Context: an optimization exercise on an open-source flow, tuned for small area, a short achievable clock period and few clock cycles per item. The choices shown serve that exercise and are no tape-out recipe. The RTL was checked by simulation tests, not by an equivalence proof against the original design.

==> flow/design.v (excerpt) <==
module mp_mul_top (
   input  logic                clk,
   input  logic                rst,
   input  logic                a_wr,
   input  mp_types_pkg::limb_t a_limb,
   input  logic                b_wr,
   input  mp_types_pkg::limb_t b_limb,
   input  logic                start,
   output logic                busy,
   output logic                p_valid,
   output mp_types_pkg::limb_t p_limb,
   output logic                p_last
);
For scale: roughly 41000 um2 of cells after synthesis.
clock: 12.0 ns
lec_check: 0
cap_margin: 20
cell_pad_in_sites_detail_placement: 1
cell_pad_in_sites_global_placement: 2
core_margin: 2
core_utilization: 40
cts_cluster_diameter: 70
cts_cluster_size: 25
slew_margin: 45
synth_hierarchical: 1
synth_minimum_keep_size: 0
standard.sh (not shown) runs the stock make flow with config.mk's settings and CLKGATE_MAP_FILE= SYNTH_SCRIPT=/design/flow/synth_recipe.tcl, a recipe that flattens the netlist after the stock synthesis.
==> flow/flow/run.sh <==
#!/bin/bash
set -euo pipefail
export BUFFER_PORTS_ARGS="-buffer_cell sky130_fd_sc_hd__buf_2"
bash standard.sh > standard.log 2>&1
Testbench counts at the start, summed over its fixed seeds: cycles 9,216, items 384.
Change:
--- a/flow/design.v
+++ b/flow/design.v
@@ -26,16 +26,16 @@
    input  logic [31:0] a_limb,
    input  logic        b_wr,
    input  logic [31:0] b_limb,
    input  logic        start,
    output logic        busy,
    output logic        busy_nx,
    output logic [4:0]  cnt,
-   output logic [5:0]  acc_keep_n,
-   output logic [2:0]  acc_down_n,
+   output logic        acc_keep_n,
+   output logic        acc_down_n,
    output logic        acc_shift,
    output logic [31:0] a_r,
    output logic [33:0] a3_r,
    output logic [15:0] sel1,
    output logic [15:0] sel2,
    output logic [15:0] sel3
 );
@@ -112,27 +112,25 @@
          ib_n = {1'b0, start};
       end
    end
    always_ff @(posedge clk or negedge rst) begin
       if (!rst) begin
          busy      <= 1'b0;
          cnt       <= '0;
+         acc_keep_n <= 1'b1;
+         acc_down_n <= 1'b1;
          acc_shift <= 1'b0;
       end else begin
          busy      <= busy_n;
          cnt       <= cnt_n;
+         acc_keep_n <= clr_n | shift_n;
+         acc_down_n <= clr_n | ~shift_n;
          acc_shift <= shift_n;
       end
    end
-   for (genvar g = 0; g < 6; g++) begin : g_keep
-      ctl_reg #(.W(1), .RV(1'b1)) u_keep (.clk(clk), .rst(rst), .d(clr_n | shift_n), .q(acc_keep_n[g]));
-   end
-   for (genvar g = 0; g < 3; g++) begin : g_down
-      ctl_reg #(.W(1), .RV(1'b1)) u_down (.clk(clk), .rst(rst), .d(clr_n | ~shift_n), .q(acc_down_n[g]));
-   end
    logic [4:0] osel_q [4];
    for (genvar g = 0; g < 4; g++) begin : g_osel
       ctl_reg #(.W(5)) u_osel (.clk(clk), .rst(rst), .d({bz_n, ia_n, ib_n}), .q(osel_q[g]));
       assign a_sel[8*g +: 8] = a_q[osel_q[g][3:2]][8*g +: 8];
       assign b_sel[8*g +: 8] = osel_q[g][4] ? 8'd0 : b_q[osel_q[g][1:0]][8*g +: 8];
    end
    always_ff @(posedge clk) begin
@@ -141,22 +139,22 @@
          sel1[m] <= ~b_sel[2*m+1] &  b_sel[2*m];
          sel2[m] <=  b_sel[2*m+1] & ~b_sel[2*m];
          sel3[m] <=  b_sel[2*m+1] &  b_sel[2*m];
       end
       a3_r <= {2'b00, a_sel} + {1'b0, a_sel, 1'b0};
    end
 endmodule
-module ctl_reg #(parameter int W = 1, parameter logic RV = 1'b0) (
+module ctl_reg #(parameter int W = 1) (
    input  logic         clk,
    input  logic         rst,
    input  logic [W-1:0] d,
    output logic [W-1:0] q
 );
    always_ff @(posedge clk or negedge rst) begin
-      if (!rst) q <= {W{RV}};
+      if (!rst) q <= '0;
       else      q <= d;
    end
 endmodule
 `timescale 1ns/1ns
 module fa_cell (input logic a, input logic b, input logic c, output logic s, output logic co);
    assign s  = a ^ b ^ c;
    assign co = (a & b) | (a & c) | (b & c);
@@ -2129,16 +2127,16 @@
    output logic                p_valid,
    output mp_types_pkg::limb_t p_limb,
    output logic                p_last
 );
    logic [4:0]  cnt;
    logic        busy_i;
    logic        busy_nx;
-   logic [5:0]  acc_keep_n;
-   logic [2:0]  acc_down_n;
+   logic        acc_keep_n;
+   logic        acc_down_n;
    logic        acc_shift;
    logic [31:0] a_r;
    logic [33:0] a3_r;
    logic [15:0] sel1, sel2, sel3;
    logic [65:0] n_acc_s, n_acc_c;
    logic [65:0] n_in_s, n_in_c;
    logic [65:0] n_sum, n_car;
@@ -2161,19 +2159,19 @@
       .sel1      (sel1),
       .sel2      (sel2),
       .sel3      (sel3)
    );
    always_comb begin
       for (int j = 0; j < 66; j++) begin
          if (j < 34) begin
-            n_in_s[j] = (acc_keep_n[j/11] | n_acc_s[j]) & (acc_down_n[j/12] | n_acc_s[j+32]);
-            n_in_c[j] = (acc_keep_n[j/11] | n_acc_c[j]) & (acc_down_n[j/12] | n_acc_c[j+32]);
+            n_in_s[j] = (acc_keep_n | n_acc_s[j]) & (acc_down_n | n_acc_s[j+32]);
+            n_in_c[j] = (acc_keep_n | n_acc_c[j]) & (acc_down_n | n_acc_c[j+32]);
          end else begin
-            n_in_s[j] = acc_keep_n[j/11] | n_acc_s[j];
-            n_in_c[j] = acc_keep_n[j/11] | n_acc_c[j];
+            n_in_s[j] = acc_keep_n | n_acc_s[j];
+            n_in_c[j] = acc_keep_n | n_acc_c[j];
          end
       end
    end
    limb_fma u_mac (
       .a_r   (a_r),
       .a3_r  (a3_r),
       .sel1    (sel1),
=> The new run produced a clean layout; clock-buffer cell count is higher by 1; final cell count hardly moves; first-iteration DRC count goes up by about 20%; area after synthesis falls by 0.57%; utilization falls by 0.15 points; flip-flop and latch count falls by 7; setup slack got worse by 0.17 ns.
Testbench counts after the change, summed over its fixed seeds: cycles 9,216, items 384.

main:
mp_mul_top with an RTL version that a note above also has.
Size in the first run: about 3100 cells after synthesis, ~41000 sq um of cells after synthesis.
==> flow/config.mk <==
export PLATFORM = sky130hd
export DESIGN_NAME = mp_mul_top
export DESIGN_NICKNAME = mp_mul_top
export VERILOG_FILES = /design/flow/design.v
export SDC_FILE = /design/flow/constraint.sdc
export NUM_CORES = 4
export LEC_CHECK = 0
export CAP_MARGIN = 20
export CELL_PAD_IN_SITES_DETAIL_PLACEMENT = 1
export CELL_PAD_IN_SITES_GLOBAL_PLACEMENT = 2
export CORE_MARGIN = 2
export CORE_UTILIZATION = 40
export CTS_CLUSTER_DIAMETER = 70
export CTS_CLUSTER_SIZE = 25
export SLEW_MARGIN = 45
export SYNTH_HIERARCHICAL = 1
export SYNTH_MINIMUM_KEEP_SIZE = 0
==> flow/constraint.sdc <==
create_clock -name core_clock -period 12.0 [get_ports {clk}]
set_input_delay 2.4000 -clock core_clock [delete_from_list [all_inputs] [get_ports {clk}]]
set_output_delay 2.4000 -clock core_clock [all_outputs]
set_load 0.01 [all_outputs]
run.sh (not shown) runs the stock make flow with config.mk's settings and CLKGATE_MAP_FILE= SYNTH_SCRIPT=/design/flow/synth_recipe.tcl, a recipe that flattens the netlist after the stock synthesis.
Stock flow here: none of the scripts above is used.
Testbench counts of main, summed over its fixed seeds: cycles 9,216, items 384.
Relative to main, the following input files were edited for the feature branch:
--- a/flow/design.v
+++ b/flow/design.v
@@ -23,22 +23,22 @@
    input  logic        clk,
    input  logic        rst,
    input  logic        a_wr,
    input  logic [31:0] a_limb,
    input  logic        b_wr,
    input  logic [31:0] b_limb,
    input  logic        start,
    output logic        busy,
    output logic        busy_nx,
    output logic [4:0]  cnt,
-   output logic        acc_keep_n,
-   output logic        acc_down_n,
+   output logic [5:0]  acc_keep_n,
+   output logic [2:0]  acc_down_n,
    output logic        acc_shift,
    output logic [31:0] a_r,
    output logic [33:0] a3_r,
    output logic [15:0] sel1,
    output logic [15:0] sel2,
    output logic [15:0] sel3
 );
    logic [31:0] a_q [4];
    logic [31:0] b_q [4];
    logic        a_shift;
@@ -109,55 +109,57 @@
          shift_n      = 1'b0;
          bz_n = 1'b0;
          ia_n = 2'd0;
          ib_n = {1'b0, start};
       end
    end
    always_ff @(posedge clk or negedge rst) begin
       if (!rst) begin
          busy      <= 1'b0;
          cnt       <= '0;
-         acc_keep_n <= 1'b1;
-         acc_down_n <= 1'b1;
          acc_shift <= 1'b0;
       end else begin
          busy      <= busy_n;
          cnt       <= cnt_n;
-         acc_keep_n <= clr_n | shift_n;
-         acc_down_n <= clr_n | ~shift_n;
          acc_shift <= shift_n;
       end
    end
+   for (genvar g = 0; g < 6; g++) begin : g_keep
+      ctl_reg #(.W(1), .RV(1'b1)) u_keep (.clk(clk), .rst(rst), .d(clr_n | shift_n), .q(acc_keep_n[g]));
+   end
+   for (genvar g = 0; g < 3; g++) begin : g_down
+      ctl_reg #(.W(1), .RV(1'b1)) u_down (.clk(clk), .rst(rst), .d(clr_n | ~shift_n), .q(acc_down_n[g]));
+   end
    logic [4:0] osel_q [4];
    for (genvar g = 0; g < 4; g++) begin : g_osel
       ctl_reg #(.W(5)) u_osel (.clk(clk), .rst(rst), .d({bz_n, ia_n, ib_n}), .q(osel_q[g]));
       assign a_sel[8*g +: 8] = a_q[osel_q[g][3:2]][8*g +: 8];
       assign b_sel[8*g +: 8] = osel_q[g][4] ? 8'd0 : b_q[osel_q[g][1:0]][8*g +: 8];
    end
    always_ff @(posedge clk) begin
       a_r  <= a_sel;
       for (int m = 0; m < 16; m++) begin
          sel1[m] <= ~b_sel[2*m+1] &  b_sel[2*m];
          sel2[m] <=  b_sel[2*m+1] & ~b_sel[2*m];
          sel3[m] <=  b_sel[2*m+1] &  b_sel[2*m];
       end
       a3_r <= {2'b00, a_sel} + {1'b0, a_sel, 1'b0};
    end
 endmodule
-module ctl_reg #(parameter int W = 1) (
+module ctl_reg #(parameter int W = 1, parameter logic RV = 1'b0) (
    input  logic         clk,
    input  logic         rst,
    input  logic [W-1:0] d,
    output logic [W-1:0] q
 );
    always_ff @(posedge clk or negedge rst) begin
-      if (!rst) q <= '0;
+      if (!rst) q <= {W{RV}};
       else      q <= d;
    end
 endmodule
 `timescale 1ns/1ns
 module fa_cell (input logic a, input logic b, input logic c, output logic s, output logic co);
    assign s  = a ^ b ^ c;
    assign co = (a & b) | (a & c) | (b & c);
 endmodule
 module xnor_cell (input logic a, input logic b, output logic y);
    assign y = ~(a ^ b);
@@ -2124,22 +2126,22 @@
    input  mp_types_pkg::limb_t b_limb,
    input  logic                start,
    output logic                busy,
    output logic                p_valid,
    output mp_types_pkg::limb_t p_limb,
    output logic                p_last
 );
    logic [4:0]  cnt;
    logic        busy_i;
    logic        busy_nx;
-   logic        acc_keep_n;
-   logic        acc_down_n;
+   logic [5:0]  acc_keep_n;
+   logic [2:0]  acc_down_n;
    logic        acc_shift;
    logic [31:0] a_r;
    logic [33:0] a3_r;
    logic [15:0] sel1, sel2, sel3;
    logic [65:0] n_acc_s, n_acc_c;
    logic [65:0] n_in_s, n_in_c;
    logic [65:0] n_sum, n_car;
    operand_sequencer u_seq (
       .clk       (clk),
       .rst       (rst),
@@ -2156,25 +2158,25 @@
       .acc_shift (acc_shift),
       .a_r       (a_r),
       .a3_r      (a3_r),
       .sel1      (sel1),
       .sel2      (sel2),
       .sel3      (sel3)
    );
    always_comb begin
       for (int j = 0; j < 66; j++) begin
          if (j < 34) begin
-            n_in_s[j] = (acc_keep_n | n_acc_s[j]) & (acc_down_n | n_acc_s[j+32]);
-            n_in_c[j] = (acc_keep_n | n_acc_c[j]) & (acc_down_n | n_acc_c[j+32]);
+            n_in_s[j] = (acc_keep_n[j/11] | n_acc_s[j]) & (acc_down_n[j/12] | n_acc_s[j+32]);
+            n_in_c[j] = (acc_keep_n[j/11] | n_acc_c[j]) & (acc_down_n[j/12] | n_acc_c[j+32]);
          end else begin
-            n_in_s[j] = acc_keep_n | n_acc_s[j];
-            n_in_c[j] = acc_keep_n | n_acc_c[j];
+            n_in_s[j] = acc_keep_n[j/11] | n_acc_s[j];
+            n_in_c[j] = acc_keep_n[j/11] | n_acc_c[j];
          end
       end
    end
    limb_fma u_mac (
       .a_r   (a_r),
       .a3_r  (a3_r),
       .sel1    (sel1),
       .sel2    (sel2),
       .sel3    (sel3),
       .n_acc_s (n_in_s),
The feature branch has number of cells in the design after placement below what main had.
NOTE number of flip-flops and latches main->the feature branch increased slightly
Per the comparison of the feature branch with main, via-per-instance ratio decreased by about 1.8% relative to the old numbers; maximum achievable frequency increased by about 7% relative to the old numbers.
[the feature branch] antenna diode instance count fell 1 relative to main
Design area essentially unchanged between main and the feature branch.
The clock-pin slew on the worst setup and hold paths of main and that of the feature branch are within noise of each other.
Testbench counts of the feature branch, summed over its fixed seeds: cycles 9,216, items 384.

what the ideal ports hide:
No port has a modelled driver above. Below, the same layouts with a new extraction and two added sets of constraints.
Step 1 (the two cells are an assumption about what drives the block):
set clk [get_ports {clk}]
set_driving_cell -lib_cell sky130_fd_sc_hd__clkbuf_16 $clk
set_driving_cell -lib_cell sky130_fd_sc_hd__buf_2 [delete_from_list [all_inputs] $clk]
Step 2 moves the port delays by t, midway between the first and last clock arrival at a register: inputs arrive t later, outputs are due t later. That takes back most of the time a late clock gives input paths.
Slacks: ideal / step 1 / step 2; pairs: ideal / step 1.
run | shift t [ns] | slack for setup (ns) | worst setup path after step 2 | clock arrival spread, ns | cell pins on the clock port's net
the first run of note 1 | 0.736 | 7.708 / 7.708 / 7.708 | register to register | 0.072 / 0.072 | 1
the second run of note 1 | 0.737 | 7.542 / 7.542 / 7.542 | register to register | 0.038 / 0.038 | 1
main | 0.736 | 7.452 / 7.452 / 7.391 | input to register | 0.045 / 0.045 | 1
the feature branch | 0.739 | 7.757 / 7.757 / 7.408 | input to register | 0.038 / 0.038 | 1
After both steps setup and hold are still met in every run listed. For the feature branch, which loses most, drivers alone change the setup slack by 0.000 ns; drivers and shift together by -0.349 ns.
